This is an optimization exercise on Yosys and OpenROAD, whose aim is small area, a short achievable clock period and few clock cycles per item, not a production implementation.
Function was checked by simulation only, so behaviour that the tests miss may differ from the original.

Setup of north:
// muldiv_unit
module muldiv_unit #(
    parameter int XLEN = 64
) (
    input  logic            clk,
    input  logic            reset,
    input  logic            start,
    input  logic [2:0]      funct3,
    input  logic [XLEN-1:0] op_a,
    input  logic [XLEN-1:0] op_b,
    input  logic            kill,
    output logic            busy,
    output logic            done,
    output logic [XLEN-1:0] result
);
Size in the first run: about 200 I/O pins, about 30000 um2 of cells after synthesis.
make LEC_CHECK=0 CAP_MARGIN=20 CORE_MARGIN=2 CORE_UTILIZATION=40 SETUP_SLACK_MARGIN=1.5 SLEW_MARGIN=20 finish   # period 6.0 ns
run.sh (not shown) runs the stock make flow with config.mk's settings and CLKGATE_MAP_FILE= SYNTH_SCRIPT=/design/flow/synth_recipe.tcl, a recipe that flattens the netlist after the stock synthesis.
north completed end to end with timing, DRC and antenna clean.
Testbench counts of north, summed over its fixed seeds: cycles 22,812, ops 1,600.
For south, these inputs were changed with respect to north:
-- flow/design.v --
<<< north, line 25
    logic [63:0] L;         
    logic [65:0] A;         
    logic x0_h, x0_l, inv0, c_one;
    logic b0_one, b0_two, b0_neg, b1_one, b1_two, b1_neg;
    logic bsy, busy_r;
>>> south, line 25
    logic [63:0] L;         
    logic [65:0] A;         
    logic x0_en, inv_h, inv_l, c_one;
    logic b0_one, b0_two, b0_neg, b1_one, b1_two, b1_neg;
    logic bsy, busy_r;
<<< north, line 71
        A_ext = {{(W-66){A[65]}}, A};
        H_ext = {{(W-66){H[65]}}, H};
        X0 = (x0_h ? H_ext : '0) | (x0_l ? {{(W-64){1'b0}}, L} : '0);
        X0 = X0 ^ {W{inv0}};
        X1 = (b0_one ? A_ext : '0) | (b0_two ? {A_ext[W-2:0], 1'b0} : '0);
        X1 = X1 ^ {W{b0_neg}};
        X2 = (b1_one ? A_ext : '0) | (b1_two ? {A_ext[W-2:0], 1'b0} : '0);
        X2 = X2 ^ {W{b1_neg}};
>>> south, line 71
        A_ext = {{(W-66){A[65]}}, A};
        H_ext = {{(W-66){H[65]}}, H};
        X0 = x0_en ? H_ext : '0;
        X1 = (b0_one ? A_ext : '0) | (b0_two ? {A_ext[W-2:0], 1'b0} : '0);
        X1 = X1 ^ {W{b0_neg}};
        if (inv_h) X1 = X1 | ~H_ext;
        if (inv_l) X1 = X1 | {{(W-64){1'b1}}, ~L};
        X2 = (b1_one ? A_ext : '0) | (b1_two ? {A_ext[W-2:0], 1'b0} : '0);
        X2 = X2 ^ {W{b1_neg}};
<<< north, line 165
    end
    always_ff @(posedge clk) begin
        x0_h   <= 1'b1;
        x0_l   <= 1'b0;
        inv0   <= 1'b0;
        c_one  <= 1'b0;
        {b0_one, b0_two, b0_neg} <= 3'b000;
>>> south, line 166
    end
    always_ff @(posedge clk) begin
        x0_en  <= 1'b1;
        inv_h  <= 1'b0;
        inv_l  <= 1'b0;
        c_one  <= 1'b0;
        {b0_one, b0_two, b0_neg} <= 3'b000;
<<< north, line 173
        if (n_mul) begin
            if (!bsy) begin
                x0_h <= 1'b0;
                {b0_one, b0_two, b0_neg} <= booth({op_a[1:0], 1'b0});
                {b1_one, b1_two, b1_neg} <= booth(op_a[3:1]);
>>> south, line 174
        if (n_mul) begin
            if (!bsy) begin
                {b0_one, b0_two, b0_neg} <= booth({op_a[1:0], 1'b0});
                {b1_one, b1_two, b1_neg} <= booth(op_a[3:1]);
<<< north, line 182
        end
        if (n_align) begin
            inv0  <= !funct3[0] && op_a[63];
            c_one <= !funct3[0] && op_a[63];
        end
>>> south, line 182
        end
        if (n_align) begin
            x0_en <= !(!funct3[0] && op_a[63]);
            inv_h <= !funct3[0] && op_a[63];
            c_one <= !funct3[0] && op_a[63];
        end
<<< north, line 197
                b0_one <= 1'b1;
            end else if (fn[1]) begin
                inv0  <= 1'b1;
                c_one <= 1'b1;
            end else begin
                x0_h  <= 1'b0;
                x0_l  <= 1'b1;
                inv0  <= 1'b1;
                c_one <= 1'b1;
            end
        end
    end
    always_ff @(posedge clk) begin
        lz_a <= lzc64(op_a ^ {64{!funct3[0] && op_a[63]}});
        lz_b <= lzc64(op_b ^ {64{!funct3[0] && op_b[63]}});
        bzero <= (op_b == '0);
    end
    always_ff @(posedge clk) begin
>>> south, line 198
                b0_one <= 1'b1;
            end else if (fn[1]) begin
                x0_en <= 1'b0;
                inv_h <= 1'b1;
                c_one <= 1'b1;
            end else begin
                x0_en <= 1'b0;
                inv_l <= 1'b1;
                c_one <= 1'b1;
            end
        end
    end
    always_ff @(posedge clk) begin
<<< north, line 218
            a_neg <= funct3[2] && !funct3[0] && op_a[63];
            b_neg <= funct3[2] && !funct3[0] && op_b[63];
            corr  <= (funct3 == 3'b011) && op_a[63];
            cnt   <= 6'd15;
>>> south, line 214
            a_neg <= funct3[2] && !funct3[0] && op_a[63];
            b_neg <= funct3[2] && !funct3[0] && op_b[63];
            bzero <= (op_b == '0);
            corr  <= (funct3 == 3'b011) && op_a[63];
            cnt   <= 6'd15;
<<< north, line 223
                     (op_a[63:31] == '0 || op_a[63:31] == '1) ? 2'd2 :
                     (op_a[63:47] == '0 || op_a[63:47] == '1) ? 2'd1 : 2'd0;
            H <= {{2{!funct3[0] && op_a[63]}}, op_a};
            if (funct3[2]) begin
                A <= {{2{!funct3[0] && op_b[63]}}, op_b};
                L <= {64{op_b == '0}};
            end else begin
                A <= {{2{(funct3 == 3'b001) && op_b[63]}}, op_b};
                L <= op_a;
>>> south, line 220
                     (op_a[63:31] == '0 || op_a[63:31] == '1) ? 2'd2 :
                     (op_a[63:47] == '0 || op_a[63:47] == '1) ? 2'd1 : 2'd0;
            lz_a  <= lzc64(op_a ^ {64{!funct3[0] && op_a[63]}});
            lz_b  <= lzc64(op_b ^ {64{!funct3[0] && op_b[63]}});
            if (funct3[2]) begin
                H <= {{2{!funct3[0] && op_a[63]}}, op_a};
                A <= {{2{!funct3[0] && op_b[63]}}, op_b};
                L <= {64{op_b == '0}};
            end else begin
                H <= '0;
                A <= {{2{(funct3 == 3'b001) && op_b[63]}}, op_b};
                L <= op_a;
<<< north, line 250
                cnt <= cnt - 1'b1;
            end
            if (ph_fix) rsel <= 1'b1;
        end
    end
>>> south, line 250
                cnt <= cnt - 1'b1;
            end
            if (ph_fix) L <= T[63:0];
        end
    end
Findings:
| final area | south vs north | 1.5% higher |
Between south and north, number of sinks driven by the clock tree is lower for north, south comes in above that.
south vs north, slowest library cell on the worst path: sky130_fd_sc_hd__dfxtp_4 vs sky130_fd_sc_hd__fa_1
Synthesized area is lower on north
Changes observed in south relative to north: fmax now sits lower; number of clock buffers in the layout now sits higher.
north → south: total stage count of the critical path moved down, synthesized cell count moved up, routed wire length moved up, via count moved up.
Summary: with north as the reference, count of unique library cells instantiated by Yosys in south moved down by a little under 10%.
Delta (south minus north): core utilization of the finished layout increased by 0.45 points relative to the old numbers.
Delta(required time reported for the critical path endpoint, south - north) > 0
Testbench counts of south, summed over its fixed seeds: cycles 22,812, ops 1,600.

## static timing again, ports no longer ideal
Ports are ideal in the flow. The routed layouts listed here were re-timed in OpenROAD.
Step 1 sets driving cells, clkbuf_16 on the clock port and buf_2 on the other inputs (assumed; they add their load-dependent delay and slew).
Step 2 adds t to the input delays and takes it off the output delays; t is the mean of the earliest and latest rising clock arrival at the registers after step 1. Input paths then give back, and output paths get back, about the clock's delay inside the block.
Three values: ideal, step 1, step 2; two values: the first two.
| run | shift t [ns] | slack for setup (ns) | worst setup path at the end | latest minus earliest clock arrival (ns) | slew at the worst register clock pin (ns) |
|---|---|---|---|---|---|
| north | 0.686 | 1.468 / 1.468 / 1.127 | input to register | 0.049 / 0.048 | 0.07 / 0.07 |
| south | 0.633 | 1.355 / 1.355 / 0.969 | input to register | 0.027 / 0.027 | 0.07 / 0.07 |
After both steps setup and hold are still met in every run listed. The setup slack of south, which loses most, moves by 0.000 ns with the drivers and by -0.386 ns with both steps.
